This is an optimization exercise on Yosys and OpenROAD, whose aim is small area, a short achievable clock period and few clock cycles, not a production implementation.
The RTL was checked by simulation tests, not by an equivalence proof against the original design.
Power is estimated from default activity; no workload was simulated.

## flow/design.v (module list and top-level ports; edited modules follow where they fit)
// module fp_step_csa: 1582 lines
// module fp_add_ks: 31 lines
// module fp_mod_issuer: 181 lines
module fp_mod_issuer
(
    input  logic           clk,
    input  logic           rst_n,
    input  logic           req_valid,
    output logic           req_ready,
    input  logic [1:0]     req_op,
    input  logic [W-1:0]   req_x,
    input  logic [W-1:0]   req_y,
    output logic           rsp_valid,
    input  logic           rsp_ready,
    output logic [W-1:0]   rsp_data,
    output logic           mod_enable,
    output logic [2*W-1:0] mod_a,
    output logic           mod_a_sign,
    input  logic           mod_done,
    input  logic [W-1:0]   mod_result
);
  // ...
==> flow/flow/run.sh <==
#!/bin/bash
# Own layout flow: the standard synthesis, then removal of the inverters
# that synthesis leaves between full-adder cells (flow/invpush.py, which uses
# FA(~a,~b,~c) = ~FA(a,b,c) and xor2 <-> xnor2 swaps; registers untouched),
# then the standard layout from that netlist.
set -euo pipefail
R=orfs/results/${FLOW_PLATFORM}/fp_mod_issuer/base
bash standard.sh synth > synth.log 2>&1
cp "$R/1_2_yosys.v" "$R/1_2_yosys.std.v"
if python3 flow/invpush.py "$R/1_2_yosys.std.v" "$R/1_2_yosys.inv.v" > invpush.log 2>&1; then
    cp "$R/1_2_yosys.inv.v" "$R/1_2_yosys.v"
    rm -f "$R/1_synth.odb" "$R/1_synth.sdc"
fi
bash standard.sh finish > layout.log 2>&1
==> flow/flow/invpush.py <==
#!/usr/bin/env python3
"""Remove inverters around full-adder cells in a flat gate-level netlist.

A full adder is self-dual: FA(~a,~b,~c) = (~sum, ~cout). Every fa cell gets a
polarity p (1: it computes the complement of its original outputs from
complemented inputs). All inverter cells are dissolved into (root net, parity)
pairs; polarities are chosen greedily to minimise the number of root nets that
some consumer needs inverted, and one inverter is rebuilt per such net.
Also swaps xor2/xnor2 (and xor3/xnor3) cells to absorb an inversion.
Usage: invpush.py in.v out.v
"""
import re, sys, collections

src = open(sys.argv[1]).read()
cell_re = re.compile(r'^  (sky130_fd_sc_hd__\w+) (\S+)\s+\((.*?)\n  \);\n', re.S | re.M)
pin_re = re.compile(r'\.(\w+)\(((?:\\\S+ )|[^()]*?)\)')

cells = []
for m in cell_re.finditer(src):
    typ, name, body = m.group(1), m.group(2), m.group(3)
    pins = [(p, n.strip()) for p, n in pin_re.findall(body)]
    cells.append([typ, name, pins, m.start(), m.end()])

OUTPINS = {'X', 'Y', 'Q', 'Q_N', 'SUM', 'COUT', 'HI', 'LO'}
def is_inv(t): return re.match(r'sky130_fd_sc_hd__inv_\d+$', t) is not None
def is_fa(t): return re.match(r'sky130_fd_sc_hd__fa_\d+$', t) is not None
def is_x(t): return re.match(r'sky130_fd_sc_hd__x(n)?or[23]_\d+$', t) is not None

inv_of = {}   # inverter output net -> input net
driver = {}   # net -> cell index
for i, (t, n, pins, _, _) in enumerate(cells):
    for p, net in pins:
        if p in OUTPINS:
            driver[net] = i
    if is_inv(t):
        d = dict(pins)
        inv_of[d['Y']] = d['A']

def root(net):
    q = 0
    while net in inv_of:
        net = inv_of[net]; q ^= 1
    return net, q

fa_idx = [i for i, c in enumerate(cells) if is_fa(c[0]) or is_x(c[0])]
pol = collections.defaultdict(int)      # cell index -> polarity

# consumer pins (excluding inverter inputs): (cell, pin, root, parity)
cons = []
for i, (t, n, pins, _, _) in enumerate(cells):
    if is_inv(t):
        continue
    for p, net in pins:
        if p in OUTPINS:
            continue
        r, q = root(net)
        cons.append((i, p, r, q))
port_out = set()
for m in re.finditer(r'^  output (?:\[(\d+):(\d+)\] )?(\S+);', src, re.M):
    hi, lo, nm = m.groups()
    if hi is None:
        port_out.add(nm)
    else:
        for b in range(int(lo), int(hi) + 1):
            port_out.add(f'{nm}[{b}]')
for net in list(port_out):
    if net in inv_of:
        r, q = root(net)
        cons.append((None, net, r, q))

by_root = collections.defaultdict(list)
for k, (i, p, r, q) in enumerate(cons):
    by_root[r].append(k)
touch = collections.defaultdict(set)
for r, ks in by_root.items():
    d = driver.get(r)
    for k in ks:
        i = cons[k][0]
        if i is not None and is_fa(cells[i][0]):
            touch[i].add(r)
    if d is not None and (is_fa(cells[d][0]) or is_x(cells[d][0])):
        touch[d].add(r)

def need(k):
    i, p, r, q = cons[k]
    d = driver.get(r)
    ci = pol[i] if (i is not None and is_fa(cells[i][0])) else 0
    return q ^ ci ^ (pol[d] if d is not None else 0)

def root_cost(r):
    return 1 if any(need(k) for k in by_root[r]) else 0

import random
rng = random.Random(1)
def total():
    return sum(root_cost(r) for r in by_root)
best = None
for restart in range(6):
    for f in fa_idx:
        pol[f] = 0 if restart == 0 else rng.randint(0, 1)
    temp = 0.6
    for it in range(60):
        order = fa_idx[:]
        rng.shuffle(order)
        for f in order:
            rs = touch[f]
            before = sum(root_cost(r) for r in rs)
            pol[f] ^= 1
            after = sum(root_cost(r) for r in rs)
            d = after - before
            if d < 0 or (d == 0 and rng.random() < 0.5) or (d > 0 and rng.random() < temp ** d * 0.1):
                pass
            else:
                pol[f] ^= 1
        temp *= 0.9
    # final greedy descent
    changed = True
    while changed:
        changed = False
        for f in fa_idx:
            rs = touch[f]
            before = sum(root_cost(r) for r in rs)
            pol[f] ^= 1
            if sum(root_cost(r) for r in rs) < before:
                changed = True
            else:
                pol[f] ^= 1
    t = total()
    print('restart', restart, t, file=sys.stderr)
    if best is None or t < best[0]:
        best = (t, {f: pol[f] for f in fa_idx})
for f in fa_idx:
    pol[f] = best[1][f]

n_inv_before = len(inv_of)
inv_roots = sorted(r for r in by_root if root_cost(r))
print(f"inverters {n_inv_before} -> {len(inv_roots)}; flipped {sum(pol[f] for f in fa_idx)} of {len(fa_idx)} FAs",
      file=sys.stderr)

def esc(r):
    return r + ' ' if r.startswith('\\') else r
newnet = {}
for j, r in enumerate(inv_roots):
    newnet[r] = f'_invp{j}_'

# rewrite
pinmap = {}   # (cell, pin) -> net
for k, (i, p, r, q) in enumerate(cons):
    if i is None:
        continue
    pinmap[(i, p)] = newnet[r] if need(k) else r

out = []
pos = 0
for i, (t, n, pins, s, e) in enumerate(cells):
    out.append(src[pos:s]); pos = e
    if is_inv(t):
        continue
    ren = {}
    if is_x(t) and pol[i]:
        t = t.replace('xnor', 'XOR_').replace('xor', 'xnor').replace('XOR_', 'xor')
        if '2_' in t:   # xor2 drives X, xnor2 drives Y
            ren = {'X': 'Y', 'Y': 'X'}
    body = ',\n'.join(f'    .{ren.get(p, p)}({esc(pinmap.get((i, p), net))})' for p, net in pins)
    out.append(f'  {t} {esc(n)} (\n{body}\n  );\n')
tail = src[pos:]
# new inverters and output ports that need a polarity fix
extra = []
for r in inv_roots:
    extra.append(f'  sky130_fd_sc_hd__inv_1 _invpc_{newnet[r][1:-1]} (\n    .A({esc(r)}),\n    .Y({newnet[r]})\n  );\n')
port_fix = []
for k, (i, p, r, q) in enumerate(cons):
    if i is None:
        # output port p was driven by an inverter chain: drive it by a buffer
        src_net = newnet[r] if need(k) else r
        port_fix.append(f'  sky130_fd_sc_hd__buf_1 _invpo_{len(port_fix)} (\n    .A({esc(src_net)}),\n    .X({p})\n  );\n')
decl = ''.join(f'  wire {newnet[r]};\n' for r in inv_roots)
res = ''.join(out)
# insert declarations after the last wire declaration at the top
idx = res.index('\n  sky130_fd_sc_hd__')
res = res[:idx + 1] + decl + res[idx + 1:]
tail = tail.replace('endmodule', ''.join(extra) + ''.join(port_fix) + 'endmodule', 1)
open(sys.argv[2], 'w').write(res + tail)
==> flow/standard.sh <==
#!/bin/bash
# synth_recipe.tcl (not shown) runs the flow's synth.tcl, then flattens the netlist and writes it again
# the make line also repeats each setting of config.mk as NAME=value (left out here)
make -C /OpenROAD-flow-scripts/flow DESIGN_CONFIG=/design/flow/config.mk WORK_HOME=/design/flow/orfs CLKGATE_MAP_FILE= SYNTH_SCRIPT=/design/flow/synth_recipe.tcl "${@:-finish}"
==> flow/config.mk <==
export PLATFORM = sky130hd
export DESIGN_NAME = fp_mod_issuer
export DESIGN_NICKNAME = fp_mod_issuer
export VERILOG_FILES = /design/flow/design.v
export SDC_FILE = /design/flow/constraint.sdc
export NUM_CORES = 4
export LEC_CHECK = 0
export CAP_MARGIN = 20
export CORE_MARGIN = 2
export CORE_UTILIZATION = 50
export PLACE_DENSITY = 0.65
export SETUP_SLACK_MARGIN = 2.5
export SLEW_MARGIN = 20
==> flow/constraint.sdc <==
create_clock -name core_clock -period 6.0 [get_ports {clk}]
set_input_delay 1.2000 -clock core_clock [delete_from_list [all_inputs] [get_ports {clk}]]
set_output_delay 1.2000 -clock core_clock [all_outputs]
set_load 0.01 [all_outputs]
==> summary.md, run 1 <==
| Metric | Value |
|---|---|
| Post-synthesis area per instance | 11.4 sq um |
| Result of the run | finished clean |
| Proportion of power drawn by combinational gates | 0.680 |
| Wire length on met2 | 85.3 mm |
| Die boundary width | 316 um |
| Sequential cell count of the final layout | 636 |
| Class of the worst hold path | flop to flop |
| Combinational logic power | 0.0302 W |
| Maximum clock rate | 0.281 GHz |
| Number of placement rows | 114 |
| Terminus of the critical flop-to-flop path | cu$_DFFE_PP_ |
| Number of global-route vias before repair | 37708 |
| Fraction of the cycle the final worst path needs | 0.594 |
| CTS tree | done |
| Pre-antenna DRT Iters | 7 |
| Number of vias after detailed routing | 39653 |
| Core occupancy in the finished layout | 0.629 |
| Slew at the pin closest to its max-slew limit | 1120 ps |
| DP Area | 53500 sq um |
| Reg2reg path depth | 12 |
| Antenna-violating nets left | 0 |
| Leakage component of the power | 22.6 nW |
| Max IR drop VDD | 473 uV |
| Number of buffers inserted for hold repair after clock tree synthesis | 0 |
| Minimum setup slack among reg-to-reg paths | 2440 ps |
| Pwr top | combinational logic |
| Share of post-route cells with drive strength above 1 | 0.146 |
| CP Data Arrival Time | 3950 ps |
| WL met1 | 74.1 mm |
| Final Max Tran Viols | 0 |
| Die extent in y | 316 um |
| Source-to-sink clock delay at the later pin of the worst-skew pair | 670 ps |
| Non-clk invs | 124 |
| Pwr Density | 732 nW/um^2 |
| Count of plain and timing-repair buffers | 722 |
Testbench counts, summed over its fixed seeds: cycles 6,227.
==> module fp_mod_issuer, before the edit <==
module fp_mod_issuer
(
    input  logic           clk,
    input  logic           rst_n,
    input  logic           req_valid,
    output logic           req_ready,
    input  logic [1:0]     req_op,
    input  logic [W-1:0]   req_x,
    input  logic [W-1:0]   req_y,
    output logic           rsp_valid,
    input  logic           rsp_ready,
    output logic [W-1:0]   rsp_data,
    output logic           mod_enable,
    output logic [2*W-1:0] mod_a,
    output logic           mod_a_sign,
    input  logic           mod_done,
    input  logic [W-1:0]   mod_result
);
    localparam int K  = 14;          
    localparam int D  = K / 2;       
    localparam int NS = 5;           
    localparam int AW = W + K + 2;   
    localparam int FW = 2*W - (NS-1)*K;  
    logic           s0v;             
    logic [1:0]     s0op;
    logic [W-1:0]   xr, yr;          
    logic [2:0]     cnt;             
    logic           nfirst;          
    logic           inj;             
    logic [D-1:0]   b_one, b_two, b_neg;  
    logic           fpend;           
    logic           f_as, f_sub;     
    logic [AW-1:0]  acc_s, acc_c;
    logic           cu, cv;          
    logic           pneg;            
    logic [(NS-1)*K-1:0] res;        
    logic           mv;              
    logic           busy;            
    logic           av, bv;          
    logic [W-1:0]   araw;
    logic s0_mul, s0_as, s0_sub, s0_red, step_go, step_last, f_fire, x_fire;
    logic moda_free, a_move, accept;
    assign s0_mul     = (s0op == OP_MUL);
    assign s0_as      = ~s0op[1];
    assign s0_sub     = (s0op == OP_SUB);
    assign s0_red     = (s0op == OP_RED);
    assign moda_free  = ~mv | mod_enable;
    assign f_fire     = fpend & moda_free;
    assign x_fire     = s0v & s0_red & ~fpend & moda_free;
    assign step_go    = s0v & ~s0_red & (nfirst | ~fpend | f_fire);
    assign step_last  = s0_as | (cnt == 3'(NS - 1));
    assign accept     = req_valid & req_ready;
    assign a_move     = av & (~bv | rsp_ready);
    assign rsp_valid  = bv;
    assign mod_a_sign = mod_a[2*W-1];
    logic       s0v_n, fpend_n, mv_n, busy_n, av_n, bv_n, men_n, rdy_n;
    logic [1:0] s0op_n;
    logic [2:0] cnt_n;
    always_comb begin
        s0v_n   = accept | (s0v & ~(x_fire | (step_go & step_last)));
        s0op_n  = accept ? req_op : s0op;
        cnt_n   = (step_go & ~step_last) ? cnt + 3'd1 : (step_go ? 3'd0 : cnt);
        fpend_n = (step_go & step_last) | (fpend & ~f_fire);
        mv_n    = f_fire | x_fire | (mv & ~mod_enable);
        busy_n  = mod_enable | (busy & ~mod_done);
        av_n    = mod_done | (av & ~a_move);
        bv_n    = a_move | (bv & ~rsp_ready);
        men_n   = mv_n & ~busy_n & ~(av_n & bv_n);
        rdy_n   = ~s0v_n |
                  (s0op_n[1] ? (s0op_n[0] ? (~fpend_n & (~mv_n | men_n))
                                          : (cnt_n == 3'(NS - 1)))
                             : (~fpend_n | ~mv_n | men_n));
    end
    logic [K:0]   bwin;              
    logic [D-1:0] e_one, e_two, e_neg;
    assign bwin = accept    ? (req_op[1] ? {req_y[K-1:0], 1'b0} : (K+1)'(2)) :
                  step_go   ? {yr[2*K-1:K], yr[K-1]} :
                  inj       ? (K+1)'(2)
                            : {yr[K-1:0], 1'b0};
    always_comb begin
        for (int i = 0; i < D; i++) begin
            e_one[i] = bwin[2*i+1] ^ bwin[2*i];
            e_two[i] = (bwin[2*i+2] & ~bwin[2*i+1] & ~bwin[2*i]) |
                       (~bwin[2*i+2] & bwin[2*i+1] & bwin[2*i]);
            e_neg[i] = bwin[2*i+2];
        end
    end
    logic [W+1:0] s_in, c_in;
    logic [W+1:0] e [D];
    assign s_in = (acc_s[AW-1:K] & {(W+2){nfirst}}) | {~nfirst, s0_sub & ~nfirst, yr & {W{inj}}};
    assign c_in = acc_c[AW-1:K] & {(W+2){nfirst}};
    for (genvar i = 0; i < D; i++) begin : g_row
        logic [W:0] m;
        assign m    = ({1'b0, xr} & {(W+1){b_one[i]}}) | ({xr, 1'b0} & {(W+1){b_two[i]}});
        assign e[i] = {~b_neg[i], m ^ {(W+1){b_neg[i]}}};
    end
    logic [AW-1:0] ns, nc;
    fp_step_csa u_csa (
        .e0(e[0]), .e1(e[1]), .e2(e[2]), .e3(e[3]), .e4(e[4]), .e5(e[5]), .e6(e[6]),
        .neg(b_neg[D-2:0]), .s_in(s_in), .c_in(c_in), .ns(ns), .nc(nc)
    );
    logic [K+1:0] lo;
    assign lo = {2'b0, acc_s[K-1:0]} + {2'b0, acc_c[K-1:1], cu} + {{(K+1){1'b0}}, cv} +
                ((K+2)'(pneg) << (K - 2));
    logic [FW-1:0] fsum;
    logic          fsum_co;
    fp_add_ks #(FW) u_fsum (.a(acc_s[FW-1:0]), .b({acc_c[FW-1:1], cu}), .ci(cv), .s(fsum), .co(fsum_co));
    logic [2*W-1:0] f_val, x_val;
    assign f_val = f_as ? {{(W-1){f_sub & fsum[W]}}, fsum[W:0]} : {fsum, res};
    assign x_val = {1'b0, xr[W-2:0], yr};
    function automatic logic [W-1:0] fp_normalise(input logic [W-1:0] r);
        fp_normalise = (r >= P) ? (r - P) : r;
    endfunction
    always_ff @(posedge clk) begin
        if (!rst_n) begin
            s0v        <= 1'b0;
            cnt        <= '0;
            nfirst     <= 1'b0;
            fpend      <= 1'b0;
            mv         <= 1'b0;
            busy       <= 1'b0;
            av         <= 1'b0;
            bv         <= 1'b0;
            mod_enable <= 1'b0;
            req_ready  <= 1'b1;
        end else begin
            s0v        <= s0v_n;
            cnt        <= cnt_n;
            nfirst     <= (cnt_n != 3'd0);
            fpend      <= fpend_n;
            mv         <= mv_n;
            busy       <= busy_n;
            av         <= av_n;
            bv         <= bv_n;
            mod_enable <= men_n;
            req_ready  <= rdy_n;
        end
    end
    always_ff @(posedge clk) begin
        s0op <= s0op_n;
        if (req_ready) begin
            xr  <= req_x;
            yr  <= req_y ^ {W{req_op == OP_SUB}};
            inj <= ~req_op[1];
        end else if (step_go) begin
            yr  <= yr >> K;
            inj <= 1'b0;
        end
        b_one <= e_one;
        b_two <= e_two;
        b_neg <= e_neg;
        if (step_go) begin
            acc_s <= ns;
            acc_c <= nc;
            if (step_last) begin
                f_as  <= s0_as;
                f_sub <= s0_sub;
            end
            pneg <= b_neg[D-1];
            if (!nfirst) begin
                cu <= s0_sub;    
                cv <= 1'b0;
            end else begin
                cu  <= lo[K] | lo[K+1];
                cv  <= lo[K+1];
                res <= {lo[K-1:0], res[(NS-1)*K-1:K]};
            end
        end
        if (f_fire) begin
            mod_a <= f_val;
        end else if (x_fire) begin
            mod_a <= x_val;
        end
        if (mod_done) begin
            araw <= mod_result;
        end
        if (a_move) begin
            rsp_data <= fp_normalise(araw);
        end
    end
endmodule
==> run 2: changes to the inputs <==
--- a/flow/design.v
+++ b/flow/design.v
@@ -1730,9 +1730,11 @@
         .e0(e[0]), .e1(e[1]), .e2(e[2]), .e3(e[3]), .e4(e[4]), .e5(e[5]), .e6(e[6]),
         .neg(b_neg[D-2:0]), .s_in(s_in), .c_in(c_in), .ns(ns), .nc(nc)
     );
-    logic [K+1:0] lo;
-    assign lo = {2'b0, acc_s[K-1:0]} + {2'b0, acc_c[K-1:1], cu} + {{(K+1){1'b0}}, cv} +
-                ((K+2)'(pneg) << (K - 2));
+    logic [K-1:0] lo0, lo;
+    logic         lo_c0, lo_c1;
+    fp_add_ks #(K) u_lo (.a(acc_s[K-1:0]), .b({acc_c[K-1:1], cu}), .ci(cv), .s(lo0), .co(lo_c0));
+    assign {lo_c1, lo[K-1:K-2]} = {1'b0, lo0[K-1:K-2]} + {2'b0, pneg};
+    assign lo[K-3:0] = lo0[K-3:0];
     logic [FW-1:0] fsum;
     logic          fsum_co;
     fp_add_ks #(FW) u_fsum (.a(acc_s[FW-1:0]), .b({acc_c[FW-1:1], cu}), .ci(cv), .s(fsum), .co(fsum_co));
@@ -1792,8 +1794,8 @@
                 cu <= s0_sub;    
                 cv <= 1'b0;
             end else begin
-                cu  <= lo[K] | lo[K+1];
-                cv  <= lo[K+1];
+                cu  <= lo_c0 | lo_c1;
+                cv  <= lo_c0 & lo_c1;
                 res <= {lo[K-1:0], res[(NS-1)*K-1:K]};
             end
         end
==> run 2 against run 1 <==
Compared with the run above:
- first-iteration DRC count increased by 2.8%
- global-route usage grew 1.2 points
- clock skew is 0.89 ps higher
- largest power group unchanged
- highest routed layer unchanged
==> summary.md, run 2 <==
| Metric | Value |
|---|---|
| Antenna violations before repair | 10 |
| Antenna-violating nets left | 0 (unchanged) |
| Count of nets after finishing | 5335 |
| DRC violation count after routing | 0 |
| Post-synth net total | 4871 |
| Number of flip-flops in the largest register | 128 |
| Core footprint | 93700 sq um |
| Mean routed wirelength per cell | 33.7 um |
| Setup tns final | 0 ps |
| Pre-CTS setup slack | 1080 ps |
| Post-synthesis area per instance | 11.5 sq um (+0.98%) |
| Fill cell instance count of the final layout | 7254 |
| Routed vias/inst | 6.56 |
| Count of final setup violators | 0 |
| Die extent in y | 312 um (-1.3%) |
| Global-route wire length before repair | 278 mm |
| Number of CTS-inserted buffers | 75 |
| Initial cell density of the core | 0.506 |
| Setup slack after layout | 2310 ps |
| CP Data Arrival Time | 4150 ps (+200 ps) |
| Pre-antenna DRT Iters | 6 (-1) |
| Number of global-route vias before repair | 37515 (-0.51%) |
| Remaining Overflow, GRT | 0 |
| RSZ-0062 raised after global routing | true |
| 1st-iter DRT viols | 6083 |
| Worst slew slack as a fraction of its limit | 0.293 |
| Ports placed on the boundary | 395 |
| Max IR drop VDD | 624 uV (+32%) |
| Core occupancy in the finished layout | 0.638 (+0.00861) |
| Maximum root-to-sink buffer count | 3 |
| Setup crit end kind | flop |
| Result of the run | finished clean |
| Area Overhead vs Synth | 26.0% |
| Global placement routability congestion | 0.981 |
| Cell area after layout | 59800 sq um |
| Setup crit start kind | flop |
| Die boundary width | 312 um (-1.3%) |
| Pwr Density | 740 nW/um^2 (+1.1%) |
| Number of vias after detailed routing | 38856 (-2.0%) |
| Cell area after synthesis | 47400 sq um |
| Fraction of the cycle the final worst path needs | 0.614 (+0.0205) |
| Largest registers in the final layout | mod_a: 128 flops, acc_s: 78 flops, acc_c: 77 flops |
| Root Driver | sky130_fd_sc_hd__clkbuf_16 |
| DP Area | 52300 sq um (-2.4%) |
| Clock edge transition at the registers on the reported setup and hold paths | 60 ps |
| Slew at the pin closest to its max-slew limit | 1060 ps (-65.6 ps) |
| Yosys Warn Count | 5 |
| Number of placement rows | 112 (-1.8%) |
| Biggest register | mod_a |
| MaxCap Viol Count | 0 |
| Minimum setup slack among reg-to-reg paths | 2310 ps (-120 ps) |
| Worst EP required | 6470 ps |
| Clock skew | 29.5 ps |
| Share of post-route cells with drive strength above 1 | 0.145 (-0.00156) |
| CTS sink cnt | 636 |
| Min Clock Period, post-route | 3690 ps |
| Count of input and output buffers | 394 |
| Pin count of the biggest net entering global routing | 217 |
| Total count of hold-check failures in the final report | 0 |
| Final Max Tran Viols | 0 (unchanged) |
| Total length of routed wires | 199 mm |
| Die area | 97400 sq um |
| CTS tree | done |
| Class of the worst hold path | flop to flop |
| Synthesized instance count | 4130 |
| Most common cell after layout, fill and taps aside | sky130_fd_sc_hd__edfxtp_1 |
| Leakage component of the power | 22.0 nW (-2.7%) |
| Half-perimeter wire length after placement | 129 mm |
| H-tree depth | 3 |
| Crit Path Max Fanout | 12 |
| Footprint of the flip-flops and latches | 18800 sq um |
| Area occupied by multi-input gates | 28400 sq um |
| Maximum clock rate | 0.271 GHz (-3.3%) |
| Source-to-sink clock delay at the later pin of the worst-skew pair | 660 ps (about the same) |
| Setup Crit Path Kind | flop to flop |
| Overall power after layout | 0.0442 W |
| Total Routing Usage GR | 0.401 |
| Commonest cells after routing, fill and taps aside | sky130_fd_sc_hd__edfxtp_1 (601), sky130_fd_sc_hd__a22oi_1 (447), sky130_fd_sc_hd__fa_1 (447) |
==> run 2: cell type report <==
type                            count  area share
Tap cell                         1254      0.0262
Inverter                           89     0.00569
Timing Repair Buffer              729       0.134
Clock inverter                     45     0.00982
Antenna cell                        9    0.000377
Sequential cell                   636       0.315
Clock buffer                       94      0.0336
Multi-Input combinational cell   3063       0.475
==> run 2: final timing paths <==
kind / end / depth (start not counted) / from
max: mod_a[71]$_DFFE_PP_ / 13 / acc_c[24]$_DFFE_PP_
min: res[8]$_DFFE_PP_ / 0 / res[22]$_DFFE_PP_
max reg2reg: mod_a[71]$_DFFE_PP_ / 13 / acc_c[24]$_DFFE_PP_
min reg2reg: res[8]$_DFFE_PP_ / 0 / res[22]$_DFFE_PP_
==> run 2: per-layer routing <==
metal | GRT usage | wire length (um) | vias up
li1 | - | - | 15747
met1 | 0.527 | 72600 | 19371
met2 | 0.570 | 84200 | 3137
met3 | 0.151 | 30000 | 591
met4 | 0.222 | 12500 | 10
met5 | 0 | 68 | -
==> run 2: critical path, stage by stage (launching register included) <==
cell and delay (ps):
sky130_fd_sc_hd__edfxtp_1 500, sky130_fd_sc_hd__ha_4 360, sky130_fd_sc_hd__nand4_1 120, sky130_fd_sc_hd__o211ai_1 340, sky130_fd_sc_hd__a21o_1 200, sky130_fd_sc_hd__a221o_1 220, sky130_fd_sc_hd__a311oi_4 80, sky130_fd_sc_hd__o41ai_4 410
sky130_fd_sc_hd__xor2_2 280, sky130_fd_sc_hd__and3_4 370, sky130_fd_sc_hd__buf_4 170, sky130_fd_sc_hd__buf_16 160, sky130_fd_sc_hd__a21oi_1 60, sky130_fd_sc_hd__o21ai_0 200
==> run 2: stage by stage <==
step	hold slack (ps)	std cells
floorplan	418	4130
global placement	432	5489
detailed placement	434	5489
CTS	449	5757
global route	457	5911
finish	450	5919
==> run 2: repair_timing <==
item,4_1_cts,5_1_grt
resized for setup,185,148
hold endpoints to repair,0,0
gates cloned,3,3
setup buffers,126,150
hold buffers,0,0
pin swaps,33,57
setup endpoints to repair,250,233
==> run 2: power by group <==
part / switching (W) / total [W] / internal, W
Clock: 0.00203 / 0.00491 / 0.00288
Combinational: 0.0177 / 0.0304 / 0.0127
Sequential: 0.00104 / 0.00887 / 0.00783
Total: 0.0208 / 0.0442 / 0.0234
Testbench counts of run 2, summed over its fixed seeds: cycles 6,227.
==> run 3: changes to the inputs <==
--- a/flow/design.v
+++ b/flow/design.v
@@ -1666,9 +1666,11 @@
     logic           pneg;            
     logic [(NS-1)*K-1:0] res;        
     logic           mv;              
+    logic [2*W-1:0] moda_q;          
+    logic           moda_ext;        
     logic           busy;            
     logic           av, bv;          
-    logic [W-1:0]   araw;
+    logic [W-1:0]   araw;            
     logic s0_mul, s0_as, s0_sub, s0_red, step_go, step_last, f_fire, x_fire;
     logic moda_free, a_move, accept;
     assign s0_mul     = (s0op == OP_MUL);
@@ -1683,6 +1685,7 @@
     assign accept     = req_valid & req_ready;
     assign a_move     = av & (~bv | rsp_ready);
     assign rsp_valid  = bv;
+    assign mod_a      = moda_q | {{(W-1){moda_ext}}, {(W+1){1'b0}}};
     assign mod_a_sign = mod_a[2*W-1];
     logic       s0v_n, fpend_n, mv_n, busy_n, av_n, bv_n, men_n, rdy_n;
     logic [1:0] s0op_n;
@@ -1739,7 +1742,7 @@
     logic          fsum_co;
     fp_add_ks #(FW) u_fsum (.a(acc_s[FW-1:0]), .b({acc_c[FW-1:1], cu}), .ci(cv), .s(fsum), .co(fsum_co));
     logic [2*W-1:0] f_val, x_val;
-    assign f_val = f_as ? {{(W-1){f_sub & fsum[W]}}, fsum[W:0]} : {fsum, res};
+    assign f_val = f_as ? {{(W-1){1'b0}}, fsum[W:0]} : {fsum, res};
     assign x_val = {1'b0, xr[W-2:0], yr};
     function automatic logic [W-1:0] fp_normalise(input logic [W-1:0] r);
         fp_normalise = (r >= P) ? (r - P) : r;
@@ -1800,15 +1803,17 @@
             end
         end
         if (f_fire) begin
-            mod_a <= f_val;
+            moda_q   <= f_val;
+            moda_ext <= f_sub & fsum[W];
         end else if (x_fire) begin
-            mod_a <= x_val;
+            moda_q   <= x_val;
+            moda_ext <= 1'b0;
         end
         if (mod_done) begin
-            araw <= mod_result;
+            araw <= fp_normalise(mod_result);
         end
         if (a_move) begin
-            rsp_data <= fp_normalise(araw);
+            rsp_data <= araw;
         end
     end
 endmodule
==> run 3 against run 2 <==
Compared with the run above:
- still clean
- critical path depth is 3 lower
- final area decreased by 0.34%
- sequential cell count up 1
- clock power up 2%
- utilization shrank 1.9 points
- sequential share of layout area increased by 0.14 points
- wire length decreased by 4.6%
==> summary.md, run 3 <==
| Metric | Value |
|---|---|
| Result of the run | finished clean |
| Setup crit end kind | flop |
| Synthesized instance count | 4136 (+0.15%) |
| Number of CTS-inserted buffers | 76 (+1.3%) |
| Fraction of the cycle the final worst path needs | 0.593 (-0.0215) |
| Number of flip-flops in the largest register | 128 (unchanged) |
| Most common cell after layout, fill and taps aside | sky130_fd_sc_hd__edfxtp_1 |
| Antenna-violating nets left | 0 (unchanged) |
| Maximum root-to-sink buffer count | 3 (unchanged) |
| Count of nets after finishing | 5242 (-1.7%) |
| Commonest cells after routing, fill and taps aside | sky130_fd_sc_hd__edfxtp_1 (602), sky130_fd_sc_hd__fa_1 (447), sky130_fd_sc_hd__a22oi_1 (445) |
| Count of final setup violators | 0 (unchanged) |
| Core footprint | 96300 sq um (+2.7%) |
| CTS sink cnt | 637 (+0.16%) |
| Total count of hold-check failures in the final report | 0 (unchanged) |
| MaxCap Viol Count | 0 (unchanged) |
| Pin count of the biggest net entering global routing | 84 (-61%) |
| Worst EP required | 6480 ps (about the same) |
| Slew at the pin closest to its max-slew limit | 1110 ps (+48.7 ps) |
| Number of vias after detailed routing | 37758 (-2.8%) |
| Number of global-route vias before repair | 36908 (-1.6%) |
| Largest registers in the final layout | moda_q: 128 flops, acc_s: 78 flops, acc_c: 77 flops |
| Initial cell density of the core | 0.502 (-0.00373) |
| Min Clock Period, post-route | 3560 ps (-129 ps) |
| Worst hold slack | 416 ps (-34.0 ps) |
| Clock edge transition at the registers on the reported setup and hold paths | 60 ps (about the same) |
| Crit Path Max Fanout | 7 (-5) |
| Count of input and output buffers | 394 (unchanged) |
| Clock skew | 47.5 ps (+18.0 ps) |
| Ports placed on the boundary | 395 (unchanged) |
| Pwr Density | 720 nW/um^2 (-2.6%) |
| Total Routing Usage GR | 0.374 (-0.0264) |
| Yosys Warn Count | 5 (unchanged) |
| Biggest register | moda_q |
| Area occupied by multi-input gates | 28700 sq um (+1.0%) |
| Setup tns final | 0 ps (unchanged) |
| Number of placement rows | 114 (+1.8%) |
| Source-to-sink clock delay at the later pin of the worst-skew pair | 680 ps (+20 ps) |
| Setup Crit Path Kind | flop to flop |
| Worst slew slack as a fraction of its limit | 0.257 (-0.0361) |
| Root Driver | sky130_fd_sc_hd__clkbuf_16 |
| Cell area after synthesis | 48400 sq um (+1.9%) |
| Core occupancy in the finished layout | 0.619 (-0.0188) |
| H-tree depth | 3 (unchanged) |
| Count of placed standard cells including taps | 5465 (-0.44%) |
| Die extent in y | 315 um (+0.95%) |
| Die boundary width | 315 um (+0.95%) |
| Minimum setup slack among reg-to-reg paths | 2440 ps (+130 ps) |
| Share of post-route cells with drive strength above 1 | 0.157 (+0.0122) |
| Leakage component of the power | 22.0 nW (about the same) |
| Global placement routability congestion | 1.04 (+6.0%) |
| Post-synth net total | 4877 (+0.12%) |
| Footprint of the flip-flops and latches | 18900 sq um (+0.12%) |
| DRC violation count after routing | 0 (unchanged) |
| Fill cell instance count of the final layout | 7780 (+7.3%) |
| Die area | 99200 sq um (+1.9%) |
| CTS tree | done |
| Final cell count without fillers | 5847 (-1.2%) |
| Setup crit start kind | flop |
| Pre-antenna DRT Iters | 6 (unchanged) |
| Remaining Overflow, GRT | 0 (unchanged) |
| Half-perimeter wire length after placement | 132 mm (+2.2%) |
| Mean routed wirelength per cell | 32.5 um (-3.4%) |
| Area Overhead vs Synth | 23.2% |
| RSZ-0062 raised after global routing | true |
| Class of the worst hold path | flop to flop |
| Maximum clock rate | 0.281 GHz (+3.6%) |
| Total length of routed wires | 190 mm (-4.6%) |
| Post-synthesis area per instance | 11.7 sq um (+1.8%) |
| Global-route wire length before repair | 264 mm (-4.9%) |
| Max IR drop VDD | 570 uV (-8.6%) |
| Routed vias/inst | 6.46 (-1.6%) |
| 1st-iter DRT viols | 5295 (-13%) |
| Final Max Tran Viols | 0 (unchanged) |
| Antenna violations before repair | 12 (+2) |
| CP Data Arrival Time | 4040 ps (-110 ps) |
## run 3: stage by stage
step	cell area, sq um	worst slack (ps)	power, W
final	59600	2440	0.0429
after detailed placement	52800	1220	0.0349
after global placement	52800	1210	0.0344
after global routing	59600	2350	0.0448
after floorplan	48400	2510	0.0244
after CTS	57700	2400	0.0413
## run 3: layout make-up
class	instances	share of cell area
Clock inverter	50	0.0112
Tap cell	1276	0.0268
Multi-Input combinational cell	3004	0.481
Timing Repair Buffer	697	0.125
Sequential cell	637	0.316
Clock buffer	89	0.0336
Antenna cell	9	0.000378
Inverter	85	0.00580
## run 3: where the power goes
| part | total, W | switching, W | internal, W |
|---|---|---|---|
| sequential | 0.00881 | 0.000979 | 0.00783 |
| combinational | 0.0291 | 0.0172 | 0.0118 |
| clock | 0.00501 | 0.00208 | 0.00294 |
## run 3: worst paths after layout
path / end / depth (start not counted) / from
worst max-delay path: moda_q[104]$_DFFE_PP_ / 10 / acc_s[13]$_DFFE_PP_
worst min-delay path: rsp_data[23]$_DFFE_PP_ / 0 / araw[23]$_DFFE_PP_
worst max register to register: moda_q[104]$_DFFE_PP_ / 10 / acc_s[13]$_DFFE_PP_
worst min register to register: rsp_data[23]$_DFFE_PP_ / 0 / araw[23]$_DFFE_PP_
## run 3: worst max-delay path: stages (launching register included)
cell and delay, ps:
sky130_fd_sc_hd__edfxtp_1 400, sky130_fd_sc_hd__ha_1 470, sky130_fd_sc_hd__a21oi_1 140, sky130_fd_sc_hd__o21ai_0 390
sky130_fd_sc_hd__a21oi_1 220, sky130_fd_sc_hd__o221ai_2 310, sky130_fd_sc_hd__a211oi_4 70, sky130_fd_sc_hd__buf_12 180
sky130_fd_sc_hd__o31a_1 280, sky130_fd_sc_hd__xnor2_1 570, sky130_fd_sc_hd__a22o_1 350
## run 3: what timing repair did
action	4_1_cts	5_1_grt
gates cloned	2	3
buffers inserted	127	102
resized for setup	161	156
endpoints found under the setup margin	340	201
pin swaps	24	34
hold buffers	0	0
## run 3: metal layers
layer / global-route usage / vias up / share of wire
met4: 0.239 / 4 / 0.077
met2: 0.609 / 2517 / 0.47
met5: 0 / - / 0.00012
met1: 0.463 / 19162 / 0.35
met3: 0.0655 / 571 / 0.099
li1: - / 15504 / -
Testbench counts of run 3, summed over its fixed seeds: cycles 6,227.
==> run 4: changes to the inputs <==
--- a/flow/config.mk
+++ b/flow/config.mk
@@ -8,6 +8,8 @@
 export CAP_MARGIN = 20
 export CORE_MARGIN = 2
 export CORE_UTILIZATION = 50
+export CTS_CLUSTER_DIAMETER = 100
+export CTS_CLUSTER_SIZE = 30
 export PLACE_DENSITY = 0.65
 export SETUP_SLACK_MARGIN = 2.5
 export SLEW_MARGIN = 20
==> run 4 against run 3 <==
Compared with the run above:
- hold slack barely moved
- sequential power fell by 0.7%
- largest power group unchanged
- maximum frequency fell by 0.41%
==> summary.md, run 4 <==
| Metric | Value |
|---|---|
| Result of the run | finished clean |
| Setup crit start | acc_s[28]$_DFFE_PP_ |
| Half-perimeter wire length after placement | 132 mm (unchanged) |
| Maximum clock rate | 0.280 GHz (-0.41%) |
| Antenna violations before repair | 10 (-2) |
| Setup Crit Path Kind | flop to flop |
| DRC violation count after routing | 0 (unchanged) |
| Antenna-violating nets left | 0 (unchanged) |
| Pwr Density | 706 nW/um^2 (-1.9%) |
| H-tree depth | 2 (-1) |
| CTS sink cnt | 637 (unchanged) |
| Root Driver | sky130_fd_sc_hd__clkbuf_16 |
| Fraction of the cycle the final worst path needs | 0.595 (+0.00245) |
| RSZ-0062 raised after global routing | true |
| Launch point of the worst reg-to-reg path | acc_s[28]$_DFFE_PP_ |
| Setup crit start kind | flop |
| Source-to-sink clock delay at the later pin of the worst-skew pair | 680 ps (about the same) |
| Setup crit end kind | flop |
| Maximum root-to-sink buffer count | 3 (unchanged) |
| Post-synth net total | 4877 (unchanged) |
| Commonest cells after routing, fill and taps aside | sky130_fd_sc_hd__edfxtp_1 (602), sky130_fd_sc_hd__a22oi_1 (444), sky130_fd_sc_hd__fa_1 (444) |
| Worst slew slack as a fraction of its limit | 0.298 (+0.0408) |
| Min Clock Period, post-route | 3570 ps (+14.7 ps) |
| Count of nets after finishing | 5229 (-0.25%) |
| Slew at the pin closest to its max-slew limit | 1050 ps (-60.7 ps) |
| Die extent in y | 315 um (unchanged) |
| Clock skew | 52.2 ps (+4.66 ps) |
| MaxCap Viol Count | 0 (unchanged) |
| Post-synthesis area per instance | 11.7 sq um (unchanged) |
| Reg2reg path depth | 10 (unchanged) |
| Yosys Warn Count | 5 (unchanged) |
| Pin count of the biggest net entering global routing | 84 (unchanged) |
| Count of cell instances traversed by the critical path | 10 (unchanged) |
| Number of buffers inserted for hold repair after clock tree synthesis | 0 (unchanged) |
| Total length of routed wires | 191 mm (+0.22%) |
| Ports placed on the boundary | 395 (unchanged) |
| Crit Path Max Fanout | 6 (-1) |
| Number of global-route vias before repair | 36494 (-1.1%) |
| Bufs and invs on worst path | 2 (+1) |
| Synthesized instance count | 4136 (unchanged) |
| Total count of hold-check failures in the final report | 0 (unchanged) |
| Net switching component of the power | 0.0201 W (-1.1%) |
| Clock edge transition at the registers on the reported setup and hold paths | 110 ps (+50 ps) |
| Worst EP required | 6480 ps (about the same) |
| Final Max Tran Viols | 0 (unchanged) |
| Clock power share | 0.076 (-0.041) |
| Crit-path slowest cell | sky130_fd_sc_hd__or4_1 |
| Number of flip-flops in the largest register | 128 (unchanged) |
| Die area | 99200 sq um (unchanged) |
| Area Overhead vs Synth | 20.7% |
| Mean routed wirelength per cell | 32.8 um (+1.0%) |
| Number of placement rows | 114 (unchanged) |
| Share of post-route cells with drive strength above 1 | 0.151 (-0.00564) |
| Number of vias after detailed routing | 37469 (-0.77%) |
| Class of the worst hold path | flop to flop |
| Biggest register | moda_q |
| Terminus of the critical flop-to-flop path | moda_q[60]$_DFFE_PP_ |
| Worst hold slack | 415 ps (-0.474 ps) |
| Most common cell after layout, fill and taps aside | sky130_fd_sc_hd__edfxtp_1 |
| Cell area after synthesis | 48400 sq um (unchanged) |
| Pre-antenna DRT Iters | 6 (unchanged) |
| Global-route wire length before repair | 263 mm (-0.35%) |
| CP Data Arrival Time | 4050 ps (about the same) |
| Cell-internal power | 0.0212 W (-6.5%) |
| Largest registers in the final layout | moda_q: 128 flops, acc_s: 78 flops, acc_c: 77 flops |
| Setup tns final | 0 ps (unchanged) |
| Worst setup path endpoint | moda_q[60]$_DFFE_PP_ |
| Count of input and output buffers | 394 (unchanged) |
| Global placement routability congestion | 1.04 (unchanged) |
| Die boundary width | 315 um (unchanged) |
| Routed vias/inst | 6.46 (about the same) |
| CTS tree | done |
| Core footprint | 96300 sq um (unchanged) |
| Proportion of power drawn by combinational gates | 0.712 (+0.034) |
| Remaining Overflow, GRT | 0 (unchanged) |
| Number of CTS-inserted buffers | 38 (-50%) |
| Part of the power in registers | 0.212 (+0.007) |
| 1st-iter DRT viols | 5176 (-2.2%) |
| Critical-path cell list | ha_2 > inv_1 > or4_1 > o211ai_1 > buf_4 > nand4b_1 > o21ai_2 > xor2_1 > mux2i_1 > o21ai_0 |
| Count of final setup violators | 0 (unchanged) |
| Critical path's largest stage delay | 580 ps (about the same) |
| Total Routing Usage GR | 0.373 (-0.000951) |
| Minimum setup slack among reg-to-reg paths | 2430 ps (about the same) |
| Max IR drop VDD | 563 uV (-1.2%) |
| Leakage component of the power | 21.5 nW (-2.7%) |
| Switching Share | 0.487 (+0.0139) |
| Initial cell density of the core | 0.502 (unchanged) |
| Worst path top cell family by delay | compound AO/OA/AOI/OAI gates |
run 4: metrics by stage:
step	total power (W)	area (sq um)	cells	setup slack [ps]	utilization
2_1_floorplan	0.0244	48400	4136	2510	-
3_3_place_gp	0.0344	52800	5465	1210	0.548
3_5_place_dp	0.0349	52800	5465	1220	0.548
4_1_cts	0.0394	56500	5684	2390	0.587
5_1_grt	0.0430	58400	5798	2320	0.606
6_report	0.0412	58400	5800	2430	0.606
run 4: area by class of cell:
class | count | area, sq um
antenna | 10 | 25.0
clock buffer | 43 | 991
clock inverter | 23 | 284
fill | 7957 | 37900
inverter | 85 | 350
multi-input combinational | 3005 | 28600
sequential | 637 | 18900
tap | 1276 | 1600
timing repair buffer | 721 | 7650
run 4: how the worst min path moves through the flow:
| stage | slack, ps | end | startpoint | cells after the start |
|---|---|---|---|---|
| floorplan | 400 | rsp_data[0]$_DFFE_PP_ | araw[0]$_DFFE_PP_ | 0 |
| global placement | 400 | rsp_data[3]$_DFFE_PP_ | araw[3]$_DFFE_PP_ | 0 |
| detailed placement | 400 | rsp_data[49]$_DFFE_PP_ | araw[49]$_DFFE_PP_ | 0 |
| CTS | 410 | rsp_data[57]$_DFFE_PP_ | araw[57]$_DFFE_PP_ | 0 |
| global route | 410 | rsp_data[49]$_DFFE_PP_ | araw[49]$_DFFE_PP_ | 0 |
| finish | 420 | rsp_data[49]$_DFFE_PP_ | araw[49]$_DFFE_PP_ | 0 |
run 4: routing by layer:
layer / vias up / track usage / wire length, um
li1: 15467 / - / -
met1: 18947 / 0.463 / 67100
met2: 2460 / 0.610 / 90000
met3: 593 / 0.0625 / 17800
met4: 2 / 0.231 / 15500
met5: - / 0 / 13
run 4: power groups by stage:
stage | combinational [W] | sequential (W) | clock, W
floorplan | 0.0162 | 0.00821 | 0
global placement | 0.0253 | 0.00917 | 0
detailed placement | 0.0257 | 0.00919 | 0
CTS | 0.0275 | 0.00879 | 0.00312
global route | 0.0310 | 0.00878 | 0.00324
finish | 0.0293 | 0.00875 | 0.00311
run 4: repair_timing:
item / 4_1_cts / 5_1_grt
gates resized for setup: 158 / 148
setup endpoints to repair: 343 / 207
pin swaps: 26 / 34
setup buffers: 151 / 101
gates cloned: 2 / 5
endpoints found under the hold margin: 0 / 0
run 4: worst reg2reg max path: stages, from the launching register on:
cell and delay, ps:
sky130_fd_sc_hd__edfxtp_1 410, sky130_fd_sc_hd__ha_2 440, sky130_fd_sc_hd__inv_1 100, sky130_fd_sc_hd__or4_1 580
sky130_fd_sc_hd__o211ai_1 290, sky130_fd_sc_hd__buf_4 210, sky130_fd_sc_hd__nand4b_1 220, sky130_fd_sc_hd__o21ai_2 320
sky130_fd_sc_hd__xor2_1 470, sky130_fd_sc_hd__mux2i_1 140, sky130_fd_sc_hd__o21ai_0 220
==> run 5: changes to the inputs <==
--- a/flow/config.mk
+++ b/flow/config.mk
@@ -8,8 +8,8 @@
 export CAP_MARGIN = 20
 export CORE_MARGIN = 2
 export CORE_UTILIZATION = 50
-export CTS_CLUSTER_DIAMETER = 100
-export CTS_CLUSTER_SIZE = 30
+export CTS_CLUSTER_DIAMETER = 80
+export CTS_CLUSTER_SIZE = 22
 export PLACE_DENSITY = 0.65
 export SETUP_SLACK_MARGIN = 2.5
 export SLEW_MARGIN = 20
==> run 5 against run 4 <==
Compared with the run above:
- sequential cell count stayed put
- clock power increased by 18%
- via count shrank 0.30%
- cell count is essentially flat
- sequential power hardly changed
==> summary.md, run 5 <==
| Metric | Value |
|---|---|
| Result of the run | finished clean |
| MaxCap Viol Count | 0 (unchanged) |
| Slew at the pin closest to its max-slew limit | 1110 ps (+67.6 ps) |
| Max IR drop VDD | 582 uV (+3.3%) |
| Post-synth net total | 4877 (unchanged) |
| Count of placed standard cells including taps | 5465 (unchanged) |
| Setup tns final | 0 ps (unchanged) |
| Count of input and output buffers | 394 (unchanged) |
| Leakage component of the power | 21.6 nW (+0.76%) |
| Fraction of the cycle the final worst path needs | 0.595 (about the same) |
| Core footprint | 96300 sq um (unchanged) |
| Total Routing Usage GR | 0.372 (-0.000817) |
| Setup Crit Path Kind | flop to flop |
| Number of CTS-inserted buffers | 50 (+32%) |
| Cell area after synthesis | 48400 sq um (unchanged) |
| 1st-iter DRT viols | 4840 (-6.5%) |
| Maximum clock rate | 0.280 GHz (about the same) |
| Source-to-sink clock delay at the later pin of the worst-skew pair | 690 ps (about the same) |
| Setup crit end kind | flop |
| Fill cell instance count of the final layout | 7896 (-0.77%) |
| Total length of routed wires | 189 mm (-0.98%) |
| Core occupancy in the finished layout | 0.608 (+0.00187) |
| Die boundary width | 315 um (unchanged) |
| Class of the worst hold path | flop to flop |
| CTS sink cnt | 637 (unchanged) |
| Critical-path cell list | ha_2 > nand3_1 > or4_1 > o211ai_1 > buf_4 > nand4b_1 > o21ai_2 > a211oi_1 > a21oi_1 > mux2i_1 > o21ai_0 |
| Routed vias/inst | 6.44 (-0.28%) |
| Pwr Density | 710 nW/um^2 (+0.49%) |
| Final cell count without fillers | 5799 (-0.017%) |
| Initial cell density of the core | 0.502 (unchanged) |
| Clock skew | 36.8 ps (-15.4 ps) |
| Post-synthesis area per instance | 11.7 sq um (unchanged) |
| Clock edge transition at the registers on the reported setup and hold paths | 90 ps (-20 ps) |
| Pre-antenna DRT Iters | 7 (+1) |
| Worst hold slack | 409 ps (-6.10 ps) |
| Global Route met1 Usage | 0.460 (-0.00332) |
| Die area | 99200 sq um (unchanged) |
| Maximum root-to-sink buffer count | 3 (unchanged) |
| RSZ-0062 raised after global routing | true |
| Worst slew slack as a fraction of its limit | 0.253 (-0.0454) |
| Number of placement rows | 114 (unchanged) |
| Most common cell after layout, fill and taps aside | sky130_fd_sc_hd__edfxtp_1 |
| Number of global-route vias before repair | 36654 (+0.44%) |
| Yosys Warn Count | 5 (unchanged) |
| Met2 Use GR | 0.608 (-0.00249) |
| Antenna-violating nets left | 0 (unchanged) |
| Synthesized instance count | 4136 (unchanged) |
| Crit Path Max Fanout | 7 (+1) |
| Global placement routability congestion | 1.04 (unchanged) |
| Number of vias after detailed routing | 37357 (-0.30%) |
| Count of nets after finishing | 5219 (-0.19%) |
| Area Overhead vs Synth | 21.1% |
| Antenna violations before repair | 12 (+2) |
| Overall power after layout | 0.0415 W (+0.80%) |
| Global-route wire length before repair | 263 mm (about the same) |
| Count of final setup violators | 0 (unchanged) |
| Setup crit start kind | flop |
| Ports placed on the boundary | 395 (unchanged) |
| Critical path's largest stage delay | 530 ps (-50 ps) |
| Biggest register | moda_q |
| Mean routed wirelength per cell | 32.5 um (-0.96%) |
| Remaining Overflow, GRT | 0 (unchanged) |
| Largest registers in the final layout | moda_q: 128 flops, acc_s: 78 flops, acc_c: 77 flops |
| Pin count of the biggest net entering global routing | 84 (unchanged) |
| DRC violation count after routing | 0 (unchanged) |
| Total count of hold-check failures in the final report | 0 (unchanged) |
| Worst path top cell family by delay | compound AO/OA/AOI/OAI gates |
| Die extent in y | 315 um (unchanged) |
| Final Max Tran Viols | 0 (unchanged) |
| Bufs and invs on worst path | 1 (-1) |
| Met3 GRT Util | 0.0635 (+0.00105) |
| Crit-path slowest cell | sky130_fd_sc_hd__or4_1 |
| Commonest cells after routing, fill and taps aside | sky130_fd_sc_hd__edfxtp_1 (602), sky130_fd_sc_hd__fa_1 (446), sky130_fd_sc_hd__a22oi_1 (445) |
| Share of post-route cells with drive strength above 1 | 0.148 (-0.00263) |
| Worst EP required | 6500 ps (+20 ps) |
| Number of flip-flops in the largest register | 128 (unchanged) |
| Root Driver | sky130_fd_sc_hd__clkbuf_16 |
| CP Data Arrival Time | 4080 ps (+30 ps) |
| Min Clock Period, post-route | 3570 ps (-0.900 ps) |
| Most Used Layer, Global Route | met2 |
| H-tree depth | 2 (unchanged) |
| CTS tree | done |
| Half-perimeter wire length after placement | 132 mm (unchanged) |
==> run 5: timing repair <==
| item | CTS | global route |
|---|---|---|
| hold buffers | 0 | 0 |
| setup buffers | 131 | 100 |
| setup endpoints to repair | 341 | 204 |
| pin swaps | 26 | 37 |
| gates resized for setup | 159 | 144 |
| hold endpoints to repair | 0 | 0 |
| cloned | 2 | 4 |
==> run 5: area by class of cell <==
| class | instances | area (sq um) | area share |
|---|---|---|---|
| sequential | 637 | 18900 | 0.322 |
| tap | 1276 | 1600 | 0.0273 |
| inverter | 85 | 350 | 0.00598 |
| clock buffer | 57 | 1300 | 0.0222 |
| antenna | 10 | 25.0 | 0.000427 |
| timing repair buffer | 700 | 7440 | 0.127 |
| clock inverter | 30 | 425 | 0.00727 |
| multi-input combinational | 3004 | 28600 | 0.488 |
==> run 5: worst register-to-register path: stages (launching register included) <==
cell and delay (ps):
sky130_fd_sc_hd__edfxtp_1 490, sky130_fd_sc_hd__ha_2 460, sky130_fd_sc_hd__nand3_1 130, sky130_fd_sc_hd__or4_1 530, sky130_fd_sc_hd__o211ai_1 280, sky130_fd_sc_hd__buf_4 210, sky130_fd_sc_hd__nand4b_1 170, sky130_fd_sc_hd__o21ai_2 290
sky130_fd_sc_hd__a211oi_1 110, sky130_fd_sc_hd__a21oi_1 370, sky130_fd_sc_hd__mux2i_1 140, sky130_fd_sc_hd__o21ai_0 200
==> run 5: power by group <==
group	leakage, nW	switching (W)	internal [W]
sequential	6.07	0.000950	0.00782
combinational	14.7	0.0172	0.0119
clock	0.832	0.00199	0.00169
==> run 5: final timing paths <==
| kind | to | slack (ps) | cells past startpoint | from |
|---|---|---|---|---|
| min reg2reg | rsp_data[49]$_DFFE_PP_ | 410 | 0 | araw[49]$_DFFE_PP_ |
| max reg2reg | moda_q[62]$_DFFE_PP_ | 2430 | 11 | acc_c[31]$_DFFE_PP_ |
| min | rsp_data[49]$_DFFE_PP_ | 410 | 0 | araw[49]$_DFFE_PP_ |
| max | moda_q[62]$_DFFE_PP_ | 2430 | 11 | acc_c[31]$_DFFE_PP_ |
==> run 5: routing by layer <==
metal	up-vias	wire length, um	share of wire
met2	2427	89500	0.47
met5	-	12	0.000064
met1	18908	66500	0.35
met4	2	14900	0.079
met3	578	17800	0.095
li1	15442	-	-
==> run 5: metrics by stage <==
stage	setup slack [ps]	cell area [sq um]
after floorplan	2510	48400
after global placement	1210	52800
after detailed placement	1220	52800
after CTS	2390	56700
after global routing	2350	58500
final	2430	58600
==> run 6: changes to the inputs <==
--- a/flow/config.mk
+++ b/flow/config.mk
@@ -7,9 +7,9 @@
 export LEC_CHECK = 0
 export CAP_MARGIN = 20
 export CORE_MARGIN = 2
-export CORE_UTILIZATION = 50
+export CORE_UTILIZATION = 56
 export CTS_CLUSTER_DIAMETER = 80
 export CTS_CLUSTER_SIZE = 22
-export PLACE_DENSITY = 0.65
+export PLACE_DENSITY = 0.7
 export SETUP_SLACK_MARGIN = 2.5
 export SLEW_MARGIN = 20
==> run 6 against run 5 <==
Compared with the run above:
- still clean on timing, DRC and antenna
- non-clock buffer count decreased by 17
- combinational power down 2%
- utilization grew 6.9 points
- cell count fell by 2.7%
- total power shrank 1.8%
- critical path depth rose by 4
- largest cell class unchanged
==> summary.md, run 6 <==
| Metric | Value |
|---|---|
| Result of the run | finished clean |
| Fill cell instance count of the final layout | 6540 (-17%) |
| Class of the worst hold path | flop to flop |
| Number of vias after detailed routing | 37419 (+0.17%) |
| Count of cell instances traversed by the critical path | 15 (+4) |
| Number of flip-flops in the largest register | 128 (unchanged) |
| Global placement routability congestion | 1.02 (-1.9%) |
| Fraction of the cycle the final worst path needs | 0.599 (+0.00363) |
| Maximum clock rate | 0.278 GHz (-0.61%) |
| Remaining Overflow, GRT | 0 (unchanged) |
| Cell seen most often among critical-path stages | sky130_fd_sc_hd__buf_4 |
| Crit-path slowest cell | sky130_fd_sc_hd__edfxtp_1 |
| Worst EP required | 6460 ps (-40 ps) |
| Maximum root-to-sink buffer count | 3 (unchanged) |
| Min Clock Period, post-route | 3590 ps (+21.8 ps) |
| Max IR drop VDD | 535 uV (-8.0%) |
| Number of placement rows | 107 (-6.1%) |
| CP Data Arrival Time | 4050 ps (-30 ps) |
| Mean routed wirelength per cell | 32.7 um (+0.52%) |
| Count of input and output buffers | 394 (unchanged) |
| Worst path top cell family by delay | compound AO/OA/AOI/OAI gates |
| Post-synth net total | 4877 (unchanged) |
| Ports placed on the boundary | 395 (unchanged) |
| Die area | 88700 sq um (-11%) |
| Terminus of the critical flop-to-flop path | moda_q[52]$_DFFE_PP_ |
| Number of global-route vias before repair | 36440 (-0.58%) |
| Yosys Warn Count | 5 (unchanged) |
| Largest registers in the final layout | moda_q: 128 flops, acc_s: 78 flops, acc_c: 77 flops |
| Number of CTS-inserted buffers | 45 (-10%) |
| Cell area after synthesis | 48400 sq um (unchanged) |
| Overall power after layout | 0.0408 W (-1.8%) |
| Global-route wire length before repair | 259 mm (-1.5%) |
| Crit Path Max Fanout | 5 (-2) |
| Critical path's largest stage delay | 470 ps (-60 ps) |
| Source-to-sink clock delay at the later pin of the worst-skew pair | 660 ps (-30 ps) |
| DRC violation count after routing | 0 (unchanged) |
| Worst slew slack as a fraction of its limit | 0.244 (-0.00827) |
| CTS sink cnt | 637 (unchanged) |
| DP Area | 52600 sq um (-0.29%) |
| Initial cell density of the core | 0.566 (+0.0639) |
| Routed vias/inst | 6.63 (+3.0%) |
| Count of final setup violators | 0 (unchanged) |
| Antenna violations before repair | 8 (-4) |
| Setup Crit Path Kind | flop to flop |
| Footprint of the flip-flops and latches | 18900 sq um (about the same) |
| Area Overhead vs Synth | 19.5% |
| Setup crit end kind | flop |
| Synthesized instance count | 4136 (unchanged) |
| Slew at the pin closest to its max-slew limit | 1130 ps (+20.4 ps) |
| Final Max Tran Viols | 0 (unchanged) |
| Count of nets after finishing | 5197 (-0.42%) |
| Commonest cells after routing, fill and taps aside | sky130_fd_sc_hd__edfxtp_1 (602), sky130_fd_sc_hd__fa_1 (447), sky130_fd_sc_hd__a22oi_1 (445) |
| Setup tns final | 0 ps (unchanged) |
| Launch point of the worst reg-to-reg path | cu$_DFFE_PP_ |
| Clock edge transition at the registers on the reported setup and hold paths | 100 ps (about the same) |
| Biggest register | moda_q |
| Share of post-route cells with drive strength above 1 | 0.143 (-0.00538) |
| Area occupied by multi-input gates | 28500 sq um (-0.28%) |
| Worst hold slack | 407 ps (-2.19 ps) |
| Die extent in y | 298 um (-5.4%) |
| Bufs and invs on worst path | 4 (+3) |
| Pin count of the biggest net entering global routing | 100 (+19%) |
| Clock skew | 38.5 ps (+1.76 ps) |
| Most common cell after layout, fill and taps aside | sky130_fd_sc_hd__edfxtp_1 |
| Setup crit start kind | flop |
| Pwr Density | 706 nW/um^2 (-0.57%) |
| Total count of hold-check failures in the final report | 0 (unchanged) |
| 1st-iter DRT viols | 4504 (-6.9%) |
| Pre-antenna DRT Iters | 7 (unchanged) |
| Hold-critical path depth | 0 (unchanged) |
| CTS tree | done |
| Total length of routed wires | 184 mm (-2.2%) |
| Hold Path End | rsp_data[62]$_DFFE_PP_ |
| Core footprint | 85400 sq um (-11%) |
| Critical-path cell list | ha_4 > a211oi_4 > buf_4 > nor4_4 > buf_4 > o41ai_4 > buf_4 > a21oi_4 > a211oi_4 > buf_6 > o31a_1 > o21ai_2 > xor2_2 > mux2i_1 > o21ai_2 |
| Die boundary width | 298 um (-5.4%) |
| Root Driver | sky130_fd_sc_hd__clkbuf_16 |
| Startpoint of the lowest-slack hold path | araw[62]$_DFFE_PP_ |
| Leakage component of the power | 21.3 nW (-1.3%) |
| Reg2reg path depth | 15 (+4) |
| Number of buffers inserted for hold repair after clock tree synthesis | 0 (unchanged) |
| Minimum setup slack among reg-to-reg paths | 2410 ps (-20 ps) |
| Half-perimeter wire length after placement | 129 mm (-2.0%) |
| Antenna-violating nets left | 0 (unchanged) |
| H-tree depth | 2 (unchanged) |
| Total Routing Usage GR | 0.405 (+0.0327) |
| Post-synthesis area per instance | 11.7 sq um (unchanged) |
| Cell area after layout | 57800 sq um (-1.3%) |
| RSZ-0062 raised after global routing | true |
| MaxCap Viol Count | 0 (unchanged) |
==> run 6: timing repair <==
action,CTS,global route
pin swaps,23,34
gates resized for setup,142,134
setup buffers,123,96
setup endpoints to repair,344,214
gates cloned,0,5
==> run 6: stage by stage <==
stage | cells | utilization | setup slack (ps)
2_1_floorplan | 4136 | - | 2510
3_3_place_gp | 5328 | 0.616 | 1350
3_5_place_dp | 5328 | 0.616 | 1280
4_1_cts | 5529 | 0.656 | 2350
5_1_grt | 5635 | 0.677 | 2380
6_report | 5640 | 0.677 | 2410
==> run 6: cell type report <==
cell class / instances / share of cell area
inverters: 85 / 0.00595
flip-flops and latches: 637 / 0.326
diodes: 9 / 0.000390
clock buffers: 53 / 0.0207
well taps: 1144 / 0.0248
clock inverters: 25 / 0.00515
repair buffers: 683 / 0.124
multi-input cells: 3004 / 0.493
==> run 6: worst max-delay path by stage <==
stage,from,to
global route,acc_c[5]$_DFFE_PP_,moda_q[52]$_DFFE_PP_
global placement,mod_result[0],araw[57]$_DFFE_PP_
floorplan,b_neg[5]$_DFF_P_,acc_c[32]$_DFFE_PP_
finish,cu$_DFFE_PP_,moda_q[52]$_DFFE_PP_
detailed placement,mod_result[0],araw[57]$_DFFE_PP_
CTS,cu$_DFFE_PP_,moda_q[48]$_DFFE_PP_
==> run 6: per-layer routing <==
layer / routed length, um / GRT usage / up-vias
met4: 15500 / 0.257 / 2
li1: - / - / 15405
met5: 10 / 0 / -
met2: 85300 / 0.647 / 2666
met3: 20000 / 0.0840 / 640
met1: 63700 / 0.505 / 18706
==> run 6: power by group <==
part	switching, W	internal (W)
registers	0.000997	0.00782
logic	0.0169	0.0117
clock network	0.00185	0.00153
==> run 7: changes to the inputs <==
--- a/flow/config.mk
+++ b/flow/config.mk
@@ -7,9 +7,9 @@
 export LEC_CHECK = 0
 export CAP_MARGIN = 20
 export CORE_MARGIN = 2
-export CORE_UTILIZATION = 56
+export CORE_UTILIZATION = 60
 export CTS_CLUSTER_DIAMETER = 80
 export CTS_CLUSTER_SIZE = 22
-export PLACE_DENSITY = 0.7
+export PLACE_DENSITY = 0.72
 export SETUP_SLACK_MARGIN = 2.5
 export SLEW_MARGIN = 20
==> run 7 against run 6 <==
Compared with the run above:
- count of clock-buffer cells in the layout did not move
- cell count shrank 0.96%
- clock power hardly changed
- sequential share of layout area fell by 0.18 points
- final area increased by 0.62%
- clock skew increased by 6.8 ps
- die area shrank 6.6%
- critical path type unchanged
- critical endpoint is now acc_c[17]$_DFFE_PP_
==> summary.md, run 7 <==
| Metric | Value |
|---|---|
| Result of the run | finished clean |
| Terminus of the critical flop-to-flop path | acc_c[17]$_DFFE_PP_ |
| Final Max Tran Viols | 0 (unchanged) |
| Count of final setup violators | 0 (unchanged) |
| Antenna-violating nets left | 0 (unchanged) |
| Launch point of the worst reg-to-reg path | b_two[5]$_DFF_P_ |
| Number of placement rows | 104 (-2.8%) |
| Initial cell density of the core | 0.603 (+0.0371) |
| Reg2reg path depth | 8 (-7) |
| Die extent in y | 288 um (-3.3%) |
| Net switching component of the power | 0.0196 W (-0.67%) |
| Proportion of power drawn by combinational gates | 0.701 (about the same) |
| Setup Crit Path Kind | flop to flop |
| Area Overhead vs Synth | 20.3% |
| Total count of hold-check failures in the final report | 0 (unchanged) |
| Setup crit start kind | flop |
| Leakage component of the power | 21.6 nW (+1.2%) |
| Count of input and output buffers | 394 (unchanged) |
| Global placement routability congestion | 1.04 (+1.6%) |
| 1st-iter DRT viols | 5734 (+27%) |
| Biggest register | moda_q |
| Share of post-route cells with drive strength above 1 | 0.145 (+0.00231) |
| Count of nets after finishing | 5223 (+0.50%) |
| Total Routing Usage GR | 0.444 (+0.0387) |
| Die area | 82900 sq um (-6.6%) |
| Commonest cells after routing, fill and taps aside | sky130_fd_sc_hd__edfxtp_1 (602), sky130_fd_sc_hd__fa_1 (447), sky130_fd_sc_hd__a22oi_1 (444) |
| Worst slew slack as a fraction of its limit | 0.197 (-0.0476) |
| Min Clock Period, post-route | 3540 ps (-55.7 ps) |
| Cell-internal power | 0.0210 W (about the same) |
| DP Area | 52500 sq um (-0.27%) |
| RSZ-0062 raised after global routing | true |
| Routed vias/inst | 6.91 (+4.1%) |
| Clock power share | 0.082 (about the same) |
| Clock edge transition at the registers on the reported setup and hold paths | 100 ps (about the same) |
| Switching Share | 0.483 (-0.00158) |
| Most common cell after layout, fill and taps aside | sky130_fd_sc_hd__edfxtp_1 |
| Worst setup path endpoint | acc_c[17]$_DFFE_PP_ |
| CP Data Arrival Time | 3880 ps (-170 ps) |
| Setup tns final | 0 ps (unchanged) |
| Post-synth net total | 4877 (unchanged) |
| Pre-antenna DRT Iters | 7 (unchanged) |
| Pwr Density | 699 nW/um^2 (-0.96%) |
| Minimum setup slack among reg-to-reg paths | 2460 ps (+60 ps) |
| Maximum clock rate | 0.283 GHz (+1.6%) |
| Part of the power in registers | 0.217 (about the same) |
| Antenna violations before repair | 17 (+9) |
| Area occupied by multi-input gates | 28400 sq um (-0.34%) |
| Max IR drop VDD | 511 uV (-4.5%) |
| Mean routed wirelength per cell | 34.0 um (+3.8%) |
| Yosys Warn Count | 5 (unchanged) |
| Number of buffers inserted for hold repair after clock tree synthesis | 0 (unchanged) |
| Post-synthesis area per instance | 11.7 sq um (unchanged) |
| Number of global-route vias before repair | 37041 (+1.6%) |
| Fill cell instance count of the final layout | 5653 (-14%) |
| Cell area after layout | 58200 sq um (+0.62%) |
| Cell area after synthesis | 48400 sq um (unchanged) |
| DRC violation count after routing | 0 (unchanged) |
| Setup crit start | b_two[5]$_DFF_P_ |
| Number of vias after detailed routing | 38572 (+3.1%) |
| Number of CTS-inserted buffers | 44 (-2.2%) |
| Global-route wire length before repair | 262 mm (+0.94%) |
| Footprint of the flip-flops and latches | 18900 sq um (about the same) |
| Maximum root-to-sink buffer count | 3 (unchanged) |
| Crit Path Max Fanout | 31 (+26) |
| Die boundary width | 288 um (-3.3%) |
| Setup crit end kind | flop |
| Core footprint | 80200 sq um (-6.2%) |
| Clock skew | 45.4 ps (+6.82 ps) |
| Remaining Overflow, GRT | 0 (unchanged) |
| Overall power after layout | 0.0407 W (-0.35%) |
| MaxCap Viol Count | 0 (unchanged) |
==> run 7: repair_timing <==
item / in CTS / in global routing
gates resized for setup: 106 / 134
cloned: 3 / 6
buffers inserted: 110 / 137
setup endpoints to repair: 382 / 219
pin swaps: 24 / 39
hold endpoints to repair: 0 / 0
==> run 7: worst max-delay path: stages (launching register included) <==
cell	delay, ps
sky130_fd_sc_hd__dfxtp_4	520
sky130_fd_sc_hd__buf_12	260
sky130_fd_sc_hd__a22oi_1	130
sky130_fd_sc_hd__xor2_1	180
sky130_fd_sc_hd__fa_1	550
sky130_fd_sc_hd__inv_1	50
sky130_fd_sc_hd__fa_1	380
sky130_fd_sc_hd__fa_1	480
sky130_fd_sc_hd__fa_1	630
==> run 7: per-layer routing <==
metal | vias up | track usage | wire length [um] | share of wire
li1 | 15477 | - | - | -
met1 | 19021 | 0.550 | 62200 | 0.33
met2 | 3220 | 0.672 | 83500 | 0.44
met3 | 850 | 0.113 | 24300 | 0.13
met4 | 4 | 0.336 | 19700 | 0.10
met5 | - | 0 | 32 | 0.00017
==> run 7: layout make-up <==
class	count	share of cell area
clock inverters	23	0.00529
flip-flops and latches	637	0.324
inverters	85	0.00589
well taps	1060	0.0228
diodes	14	0.000602
clock buffers	53	0.0199
repair buffers	711	0.133
multi-input cells	3003	0.488
==> run 7: worst min-delay path by stage <==
| stage | start | to | depth (start not counted) |
|---|---|---|---|
| global placement | araw[3]$_DFFE_PP_ | rsp_data[3]$_DFFE_PP_ | 0 |
| finish | araw[44]$_DFFE_PP_ | rsp_data[44]$_DFFE_PP_ | 0 |
| floorplan | araw[0]$_DFFE_PP_ | rsp_data[0]$_DFFE_PP_ | 0 |
| CTS | araw[59]$_DFFE_PP_ | rsp_data[59]$_DFFE_PP_ | 0 |
| detailed placement | araw[16]$_DFFE_PP_ | rsp_data[16]$_DFFE_PP_ | 0 |
| global route | araw[44]$_DFFE_PP_ | rsp_data[44]$_DFFE_PP_ | 0 |
==> run 7: power groups by stage <==
stage / sequential (W) / combinational [W] / clock (W)
after floorplan: 0.00821 / 0.0162 / 0
after global placement: 0.00931 / 0.0240 / 0
after detailed placement: 0.00932 / 0.0245 / 0
after CTS: 0.00890 / 0.0262 / 0.00333
after global routing: 0.00883 / 0.0302 / 0.00348
final: 0.00884 / 0.0285 / 0.00334
==> run 7: per-stage QoR <==
step	util	worst slack [ps]	instances	hold slack (ps)
finish	0.726	2460	5586	419
floorplan	-	2510	4136	400
CTS	0.698	2400	5427	425
global route	0.726	2400	5579	430
global placement	0.655	1350	5238	401
detailed placement	0.655	1300	5238	405

Re-timed with assumed drivers on the ports (clkbuf_16 on the clock, buf_2 on other inputs), run 7 has 2.463 ns of setup slack against 2.463 ns with ideal ports, and 1.874 ns once port delays also move by the mid clock arrival of 0.710 ns.
